Source: an optimization exercise on an open RTL-to-GDS flow (aim: small area, a short achievable clock period and few clock cycles per item). Production flows keep margins and buffers that such runs may drop.
Where RTL was checked, it was by simulation tests only, not by an equivalence proof against the original.

==> flow/design.v <==
package sm3Pkg;
	typedef logic [31:0] wordT;
	typedef struct packed {
		wordT a;
		wordT b;
		wordT c;
		wordT d;
		wordT e;
		wordT f;
		wordT g;
		wordT h;
	} stateT;
	localparam int numRounds = 64;
	localparam int lowRounds = 16;
	localparam wordT tLow  = 32'h79cc4519;
	localparam wordT tHigh = 32'h7a879d8a;
	function automatic wordT rotl(input wordT x, input int n);
		rotl = (x << n) | (x >> (32 - n));
	endfunction
	function automatic wordT p0(input wordT x);
		p0 = x ^ rotl(x, 9) ^ rotl(x, 17);
	endfunction
	function automatic wordT p1(input wordT x);
		p1 = x ^ rotl(x, 15) ^ rotl(x, 23);
	endfunction
	function automatic wordT add2(input wordT x, input wordT y);
		logic [31:0] p;
		logic [31:0] g;
		logic [31:0] gp;
		logic [31:0] pp;
		int          k;
		p  = x ^ y;
		g  = x & y;
		gp = g;
		pp = p;
		for (int l = 0; l < 5; l++) begin
			for (int j = 0; j < 32; j++) begin
				if (((j >> l) & 1) == 1) begin
					k = ((j >> (l + 1)) << (l + 1)) + (1 << l) - 1;
					gp[j] = gp[j] | (pp[j] & gp[k]);
					pp[j] = pp[j] & pp[k];
				end
			end
		end
		add2 = p ^ {gp[30:0], 1'b0};
	endfunction
	function automatic wordT add2x(input wordT x, input wordT y, input wordT v);
		logic [31:0] p;
		logic [31:0] g;
		logic [31:0] gp;
		logic [31:0] pp;
		int          k;
		p  = x ^ y;
		g  = x & y;
		gp = g;
		pp = p;
		for (int l = 0; l < 5; l++) begin
			for (int j = 0; j < 32; j++) begin
				if (((j >> l) & 1) == 1) begin
					k = ((j >> (l + 1)) << (l + 1)) + (1 << l) - 1;
					gp[j] = gp[j] | (pp[j] & gp[k]);
					pp[j] = pp[j] & pp[k];
				end
			end
		end
		add2x = (p ^ v) ^ {gp[30:0], 1'b0};
	endfunction
	function automatic wordT add3(input wordT x, input wordT y, input wordT z);
		wordT s;
		wordT c;
		s = x ^ y ^ z;
		c = (x & y) | (x & z) | (y & z);
		add3 = add2(s, {c[30:0], 1'b0});
	endfunction
endpackage
module sm3RoundCtrl (
	input  logic       clk,
	input  logic       enable,
	input  logic       start,
	output logic       accept,
	output logic       high,
	output logic       lastRound,
	output logic       lowLast,
	output logic       busy,
	output logic       done
);
	logic [5:0] roundCnt;
	assign accept    = start & ~busy;
	assign lastRound = busy & (roundCnt == 6'd63);
	assign lowLast   = roundCnt == 6'd15;
	always_ff @(posedge clk) begin
		if (accept) begin
			high <= 1'b0;
		end else if (lowLast) begin
			high <= 1'b1;
		end
	end
	always_ff @(posedge clk or posedge enable) begin
		if (enable) begin
			busy     <= 1'b0;
			done     <= 1'b0;
			roundCnt <= '0;
		end else begin
			done <= lastRound;
			if (accept) begin
				busy     <= 1'b1;
				roundCnt <= '0;
			end else if (busy) begin
				roundCnt <= roundCnt + 1'b1;
				if (lastRound) begin
					busy <= 1'b0;
				end
			end
		end
	end
endmodule
module sm3MsgExpand (
	input  logic          clk,
	input  logic          accept,
	input  logic [511:0]  block,
	output sm3Pkg::wordT  wNext,
	output sm3Pkg::wordT  wNextPrime
);
	logic [511:0] window;
	sm3Pkg::wordT mix;
	sm3Pkg::wordT nextWord;
	always_comb begin
		mix      = window[511:480] ^ window[287:256] ^ sm3Pkg::rotl(window[95:64], 15);
		nextWord = sm3Pkg::p1(mix) ^ sm3Pkg::rotl(window[415:384], 7) ^ window[191:160];
	end
	always_ff @(posedge clk) begin
		if (accept) begin
			window <= block;
		end else begin
			window <= {window[479:0], nextWord};
		end
	end
	assign wNext      = window[479:448];
	assign wNextPrime = window[479:448] ^ window[351:320];
endmodule
module sm3RoundState (
	input  logic              clk,
	input  logic              enable,
	input  logic              accept,
	input  logic              high,
	input  logic              lastRound,
	input  logic              lowLast,
	input  sm3Pkg::stateT     chainIn,
	input  logic [511:0]      block,
	input  sm3Pkg::wordT      wNext,
	input  sm3Pkg::wordT      wNextPrime,
	output sm3Pkg::stateT     chainOut
);
	sm3Pkg::stateT st;
	sm3Pkg::stateT savedChain;
	sm3Pkg::stateT nextSt;
	sm3Pkg::stateT finalSt;
	sm3Pkg::wordT tj;
	sm3Pkg::wordT a12;
	sm3Pkg::wordT ss1;
	sm3Pkg::wordT ss2;
	sm3Pkg::wordT ffv;
	sm3Pkg::wordT ggv;
	sm3Pkg::wordT x1;
	sm3Pkg::wordT x2;
	sm3Pkg::wordT tt1;
	sm3Pkg::wordT tt2;
	sm3Pkg::wordT dIn;
	sm3Pkg::wordT dW;
	sm3Pkg::wordT hIn;
	sm3Pkg::wordT hW;
	always_comb begin
		a12 = sm3Pkg::rotl(st.a, 12);
		ss1 = sm3Pkg::rotl(sm3Pkg::add3(a12, st.e, tj), 7);
		ss2 = ss1 ^ a12;
		if (high) begin
			ffv = (st.a & st.b) | (st.a & st.c) | (st.b & st.c);
			ggv = (st.e & st.f) | (~st.e & st.g);
		end else begin
			ffv = st.a ^ st.b ^ st.c;
			ggv = st.e ^ st.f ^ st.g;
		end
		x1  = sm3Pkg::add2(ffv, st.d);
		x2  = sm3Pkg::add2(ggv, st.h);
		tt1 = sm3Pkg::add2(x1, ss2);
		tt2 = sm3Pkg::add2(x2, ss1);
	end
	always_comb begin
		if (accept) begin
			dIn = chainIn.d;
			dW  = block[511:480] ^ block[383:352];
			hIn = chainIn.h;
			hW  = block[511:480];
		end else begin
			dIn = st.c;
			dW  = wNextPrime;
			hIn = st.g;
			hW  = wNext;
		end
	end
	always_comb begin
		nextSt.a = tt1;
		nextSt.b = st.a;
		nextSt.c = sm3Pkg::rotl(st.b, 9);
		nextSt.d = sm3Pkg::add2(dIn, dW);
		nextSt.e = sm3Pkg::p0(tt2);
		nextSt.f = st.e;
		nextSt.g = sm3Pkg::rotl(st.f, 19);
		nextSt.h = sm3Pkg::add2(hIn, hW);
	end
	always_comb begin
		finalSt   = nextSt ^ savedChain;
		finalSt.a = sm3Pkg::add2x(x1, ss2, savedChain.a);
		finalSt.d = st.c ^ savedChain.d;
		finalSt.e = (tt2 ^ sm3Pkg::rotl(tt2, 9)) ^ (sm3Pkg::rotl(tt2, 17) ^ savedChain.e);
		finalSt.h = st.g ^ savedChain.h;
	end
	always_ff @(posedge clk) begin
		if (accept) begin
			st.a <= chainIn.a;
			st.b <= chainIn.b;
			st.c <= chainIn.c;
			st.e <= chainIn.e;
			st.f <= chainIn.f;
			st.g <= chainIn.g;
			tj   <= sm3Pkg::tLow;
		end else begin
			st.a <= nextSt.a;
			st.b <= nextSt.b;
			st.c <= nextSt.c;
			st.e <= nextSt.e;
			st.f <= nextSt.f;
			st.g <= nextSt.g;
			if (lowLast) begin
				tj <= sm3Pkg::rotl(sm3Pkg::tHigh, 16);
			end else begin
				tj <= sm3Pkg::rotl(tj, 1);
			end
		end
		st.d <= nextSt.d;
		st.h <= nextSt.h;
	end
	always_ff @(posedge clk) begin
		if (accept) begin
			savedChain <= chainIn;
		end
	end
	always_ff @(posedge clk or posedge enable) begin
		if (enable) begin
			chainOut <= '0;
		end else if (lastRound) begin
			chainOut <= finalSt;
		end
	end
endmodule
module sm3Compress (
	input  logic          clk,
	input  logic          enable,
	input  logic          start,
	input  logic [255:0]  chainIn,
	input  logic [511:0]  block,
	output logic [255:0]  chainOut,
	output logic          busy,
	output logic          done
);
	logic         accept;
	logic         high;
	logic         lastRound;
	logic         lowLast;
	sm3Pkg::wordT wNext;
	sm3Pkg::wordT wNextPrime;
	sm3RoundCtrl u_ctrl (
		.clk       (clk),
		.enable    (enable),
		.start     (start),
		.accept    (accept),
		.high      (high),
		.lastRound (lastRound),
		.lowLast   (lowLast),
		.busy      (busy),
		.done      (done)
	);
	sm3MsgExpand u_expand (
		.clk        (clk),
		.accept     (accept),
		.block      (block),
		.wNext      (wNext),
		.wNextPrime (wNextPrime)
	);
	sm3RoundState u_round (
		.clk        (clk),
		.enable     (enable),
		.accept     (accept),
		.high       (high),
		.lastRound  (lastRound),
		.lowLast    (lowLast),
		.chainIn    (chainIn),
		.block      (block),
		.wNext      (wNext),
		.wNextPrime (wNextPrime),
		.chainOut   (chainOut)
	);
endmodule
clock: 10.0 ns
lec_check: 0
abc_area: 1
cap_margin: 20
core_margin: 2
core_utilization: 40
place_density: 0.6
setup_slack_margin: 5
slew_margin: 20
standard.sh (not shown) runs the stock make flow with config.mk's settings and CLKGATE_MAP_FILE= SYNTH_SCRIPT=/design/flow/synth_recipe.tcl, a recipe that flattens the netlist after the stock synthesis.
==> flow/flow/run.sh <==
#!/bin/bash
set -e
export BUFFER_PORTS_ARGS="-buffer_cell sky130_fd_sc_hd__buf_1"
bash standard.sh > standard.log 2>&1
Testbench counts at the start, summed over its fixed seeds: cycles 12,488, blocks 192.
Then changed:
--- a/flow/design.v
+++ b/flow/design.v
@@ -43,29 +43,8 @@
 			end
 		end
 		add2 = p ^ {gp[30:0], 1'b0};
 	endfunction
-	function automatic wordT add2x(input wordT x, input wordT y, input wordT v);
-		logic [31:0] p;
-		logic [31:0] g;
-		logic [31:0] gp;
-		logic [31:0] pp;
-		int          k;
-		p  = x ^ y;
-		g  = x & y;
-		gp = g;
-		pp = p;
-		for (int l = 0; l < 5; l++) begin
-			for (int j = 0; j < 32; j++) begin
-				if (((j >> l) & 1) == 1) begin
-					k = ((j >> (l + 1)) << (l + 1)) + (1 << l) - 1;
-					gp[j] = gp[j] | (pp[j] & gp[k]);
-					pp[j] = pp[j] & pp[k];
-				end
-			end
-		end
-		add2x = (p ^ v) ^ {gp[30:0], 1'b0};
-	endfunction
 	function automatic wordT add3(input wordT x, input wordT y, input wordT z);
 		wordT s;
 		wordT c;
 		s = x ^ y ^ z;
@@ -86,16 +65,10 @@
 );
 	logic [5:0] roundCnt;
 	assign accept    = start & ~busy;
 	assign lastRound = busy & (roundCnt == 6'd63);
+	assign high      = roundCnt[5] | roundCnt[4];
 	assign lowLast   = roundCnt == 6'd15;
-	always_ff @(posedge clk) begin
-		if (accept) begin
-			high <= 1'b0;
-		end else if (lowLast) begin
-			high <= 1'b1;
-		end
-	end
 	always_ff @(posedge clk or posedge enable) begin
 		if (enable) begin
 			busy     <= 1'b0;
 			done     <= 1'b0;
@@ -208,13 +181,11 @@
 		nextSt.g = sm3Pkg::rotl(st.f, 19);
 		nextSt.h = sm3Pkg::add2(hIn, hW);
 	end
 	always_comb begin
-		finalSt   = nextSt ^ savedChain;
-		finalSt.a = sm3Pkg::add2x(x1, ss2, savedChain.a);
-		finalSt.d = st.c ^ savedChain.d;
-		finalSt.e = (tt2 ^ sm3Pkg::rotl(tt2, 9)) ^ (sm3Pkg::rotl(tt2, 17) ^ savedChain.e);
-		finalSt.h = st.g ^ savedChain.h;
+		finalSt   = nextSt;
+		finalSt.d = st.c;
+		finalSt.h = st.g;
 	end
 	always_ff @(posedge clk) begin
 		if (accept) begin
 			st.a <= chainIn.a;
@@ -248,9 +219,9 @@
 	always_ff @(posedge clk or posedge enable) begin
 		if (enable) begin
 			chainOut <= '0;
 		end else if (lastRound) begin
-			chainOut <= finalSt;
+			chainOut <= finalSt ^ savedChain;
 		end
 	end
 endmodule
 module sm3Compress (
Outcome: The new run produced a clean layout. Cell area climbs by 0.88%. Worst setup slack gets worse by 320 ps. Die area drops by 1.9%. Final cell count drops by 1.4%. Synthesized cell count drops by 2.9%. First-iteration DRC count drops by 4.4%. Clock skew climbs by 15 ps. Register-to-register slack gets worse by 320 ps. Core utilization climbs by 1.3 points.
The RTL of the second run of this note was laid out without a check of its function.

## afterwards: timing with drivers on the ports
Ports are ideal in the flow. The routed layouts listed here were re-timed in OpenROAD.
Step 1 assumes that a clkbuf_16 drives the clock port and a buf_2 every other input.
Step 2 moves the port delays by t, midway between the first and last clock arrival at a register: inputs arrive t later, outputs are due t later. That takes back most of the time a late clock gives input paths.
a / b / c = ideal ports / drivers / drivers and shift; a / b = the first two.
run | t, ns | setup WS [ns] | worst setup path at the end | worst slew at a driven data input, ns | cell pins on the clock port's net
the first run | 0.833 | 4.960 / 4.960 / 4.350 | input to register | 0.27 | 1
the second run | 0.881 | 4.636 / 4.636 / 4.341 | input to register | 0.27 | 1
After both steps every run listed still meets setup and hold. For the first run, which loses most, drivers alone change the setup slack by 0.000 ns; drivers and shift together by -0.610 ns.
